This design comes from an exercise in tuning for small area on the open sky130 flow, not from production work.
The RTL was checked by simulation tests, not by an equivalence proof against the original design.
The flow treats the clock pin as an ideal source, which a real chip does not have.
Power is estimated from default activity; no workload was simulated.

the previous run:
Design keccak_nonce_scanner, start of the top module:
module keccak_nonce_scanner #(
    parameter int CORE_LATENCY = 50,
    parameter int NONCE_WIDTH  = 32,
    parameter int FIFO_DEPTH   = 4
) (
    input  logic                     clk,
    input  logic                     reset,
    input  logic                     work_load,
    input  logic [511-NONCE_WIDTH:0] work_header,
    input  logic [NONCE_WIDTH-1:0]   start_nonce,
    input  logic [NONCE_WIDTH-1:0]   end_nonce,
    input  logic [63:0]              target,
    output logic [511:0]             core_data,
    input  logic [511:0]             core_hash,
    output logic                     busy,
    output logic                     done,
    output logic                     found_valid,
    input  logic                     found_ready,
    output logic [NONCE_WIDTH-1:0]   found_nonce,
    output logic [15:0]              drop_count
);
Size in the first run: roughly 1500 cells after synthesis, roughly 800 flip-flops, ~1700 I/O pins, roughly 28000 µm² of cells after synthesis.
==> module keccak_nonce_scanner, before the edit <==
module keccak_nonce_scanner #(
    parameter int CORE_LATENCY = 50,
    parameter int NONCE_WIDTH  = 32,
    parameter int FIFO_DEPTH   = 4
) (
    input  logic                     clk,
    input  logic                     reset,
    input  logic                     work_load,
    input  logic [511-NONCE_WIDTH:0] work_header,
    input  logic [NONCE_WIDTH-1:0]   start_nonce,
    input  logic [NONCE_WIDTH-1:0]   end_nonce,
    input  logic [63:0]              target,
    output logic [511:0]             core_data,
    input  logic [511:0]             core_hash,
    output logic                     busy,
    output logic                     done,
    output logic                     found_valid,
    input  logic                     found_ready,
    output logic [NONCE_WIDTH-1:0]   found_nonce,
    output logic [15:0]              drop_count
);
    localparam int PTR_W = $clog2(FIFO_DEPTH);
    localparam int D_CMP = CORE_LATENCY + 1;
    localparam int D_MAX = CORE_LATENCY + 2;
    localparam int D_W   = $clog2(D_MAX + 1);
    logic [511-NONCE_WIDTH:0] header;
    logic [NONCE_WIDTH-1:0]   end_r;
    logic [NONCE_WIDTH-1:0]   nonce;       
    logic                     first;       
    logic [63:0]              target_r;
    logic [D_W-1:0]           dcnt;        
    logic                     hit;
    logic [NONCE_WIDTH-1:0]   hit_nonce;   
    logic                     last;
    logic                     cmp;
    logic                     hash_le;
    always_comb begin
        hash_le = 1'b1;
        for (int i = 0; i < 64; i++) begin
            hash_le = (core_hash[i] == target_r[i]) ? hash_le : target_r[i];
        end
    end
    logic [NONCE_WIDTH-1:0]   fifo_mem [FIFO_DEPTH];
    logic [PTR_W-1:0]         rd_ptr;
    logic [PTR_W-1:0]         wr_ptr;
    logic                     full;
    logic                     pop;
    logic                     push;
    assign core_data = {header, nonce};
    assign last = busy && (dcnt == D_W'(D_MAX)) && (hit_nonce == end_r);
    assign cmp  = busy && ((dcnt == D_W'(D_CMP)) || (dcnt == D_W'(D_MAX))) && !last;
    always_ff @(posedge clk) begin
        if (work_load) begin
            header   <= work_header;
            end_r    <= end_nonce;
            target_r <= target;
        end
        nonce     <= work_load ? start_nonce : nonce + NONCE_WIDTH'(!first);
        first     <= work_load;
        hit_nonce <= nonce - NONCE_WIDTH'(CORE_LATENCY);
    end
    always_ff @(posedge clk) begin
        if (reset) begin
            busy <= 1'b0;
            done <= 1'b0;
            dcnt <= '0;
            hit  <= 1'b0;
        end else begin
            hit <= cmp && hash_le;
            if (work_load) begin
                busy <= 1'b1;
                done <= 1'b0;
                dcnt <= '0;
            end else begin
                if (dcnt != D_W'(D_MAX)) begin
                    dcnt <= dcnt + D_W'(1);
                end
                if (last) begin
                    busy <= 1'b0;
                    done <= 1'b1;
                end
            end
        end
    end
    assign found_valid = full || (rd_ptr != wr_ptr);
    assign found_nonce = fifo_mem[rd_ptr];
    assign pop         = found_valid && found_ready;
    assign push        = hit && (!full || pop);
    always_ff @(posedge clk) begin
        if (push) begin
            fifo_mem[wr_ptr] <= hit_nonce;
        end
    end
    always_ff @(posedge clk) begin
        if (reset) begin
            rd_ptr     <= '0;
            wr_ptr     <= '0;
            full       <= 1'b0;
            drop_count <= '0;
        end else begin
            if (pop) begin
                rd_ptr <= rd_ptr + PTR_W'(1);
            end
            if (push) begin
                wr_ptr <= wr_ptr + PTR_W'(1);
            end
            if (push && !pop) begin
                full <= (wr_ptr + PTR_W'(1)) == rd_ptr;
            end else if (pop && !push) begin
                full <= 1'b0;
            end
            if (hit && !push && (drop_count != '1)) begin
                drop_count <= drop_count + 16'd1;
            end
        end
    end
endmodule
clock: 6.0 ns
lec_check: 0
cap_margin: 20
core_area: 5 5 515 515
die_area: 0 0 520 520
place_density: 0.95
slew_margin: 20
standard.sh (not shown) runs the stock make flow with config.mk's settings and CLKGATE_MAP_FILE= SYNTH_SCRIPT=/design/flow/synth_recipe.tcl, a recipe that flattens the netlist after the stock synthesis.
==> flow/flow/run.sh <==
#!/bin/bash
# Standard ORFS layout, with these changes:
#  - port buffers are buf_1 instead of the flow's default pick;
#  - flow/io.tcl groups the pins so that each register's input and output
#    ports sit side by side (work_header[k] next to core_data[k+32], ...);
#  - CTS uses clkbuf_8 with set sink clusters and no dummy loads;
#  - after CTS, flow/cts_post.tcl shrinks leaf clock buffers that have slew
#    and hold slack to spare, then other cells that can take a smaller size.
set -euo pipefail
bash standard.sh \
  "IO_CONSTRAINTS=$PWD/flow/io.tcl" \
  "BUFFER_PORTS_ARGS=-buffer_cell sky130_fd_sc_hd__buf_1" \
  "CTS_ARGS=-sink_clustering_enable -repair_clock_nets -dont_use_dummy_load -buf_list sky130_fd_sc_hd__clkbuf_8 -sink_clustering_size 8 -sink_clustering_max_diameter 80" \
  "POST_CTS_TCL=$PWD/flow/cts_post.tcl" \
  finish > make_finish.log 2>&1
Other scripts of this flow, unchanged in this note and not shown: flow/flow/cts_post.tcl, flow/flow/io.tcl
Here is what was changed in the inputs of the current run compared with the previous run.
--- a/flow/design.v
+++ b/flow/design.v
@@ -61,11 +61,10 @@
     end
     always_ff @(posedge clk) begin
         if (reset) begin
             busy <= 1'b0;
             done <= 1'b0;
-            dcnt <= '0;
             hit  <= 1'b0;
         end else begin
             hit <= cmp && hash_le;
             if (work_load) begin
                 busy <= 1'b1;
### Flow results
Diff the previous run -> the current run: net switching power now sits higher, final design instance area without fill now sits at about the same level, arrival time at the worst endpoint now sits lower.
Combinational group share of total power (lower): the previous run
In the current run relative to the previous run, met3 layer wire length in the routed design had gone down by a little under 10%.
The previous run -> the current run: count of clock-buffer cells in the layout increased slightly
The current run consumes more power than the previous run does.
Every run (the current run and the previous run) finished clean.
Fraction of met3 tracks used by global routing in the current run is 0.17 points lower than in the previous run
Lower wire length on met2 goes to the previous run over the current run.
Multiplexer area fraction after synthesis essentially unchanged between the previous run and the current run.
Register-to-register slack: the current run vs the previous run up 0.28 ns
From the previous run to the current run the numbers moved as follows: length of the first detailed-routing pass in iterations fell 2, synthesized-area fraction occupied by adder cells about even.

## static timing again, ports no longer ideal
The results above use ideal ports. As a check the final layouts listed here were re-extracted and re-timed, cells and wires unchanged. Step 1 (the two cells are an assumption about what drives the block):
set clk [get_ports {clk}]
set_driving_cell -lib_cell sky130_fd_sc_hd__clkbuf_16 $clk
set_driving_cell -lib_cell sky130_fd_sc_hd__buf_2 [delete_from_list [all_inputs] $clk]
Step 2 also shifts input and output timing later by t, the mid clock arrival at the registers, as if the neighbouring blocks saw the same clock. Slacks: ideal / step 1 / step 2; pairs: ideal / step 1.
run | t, ns | slack for setup (ns) | hold slack, ns | worst register clock-pin slew, ns | cell pins on the clock port's net
the previous run | 0.861 | 2.230 / 2.164 / 1.464 | 0.424 / 0.424 / 0.424 | 0.10 / 0.10 | 1
the current run | 0.860 | 2.252 / 2.187 / 1.757 | 0.478 / 0.478 / 0.478 | 0.10 / 0.10 | 1
After both steps every run listed still meets setup and hold. For the previous run, which loses most, drivers alone change the setup slack by -0.066 ns; drivers and shift together by -0.766 ns.
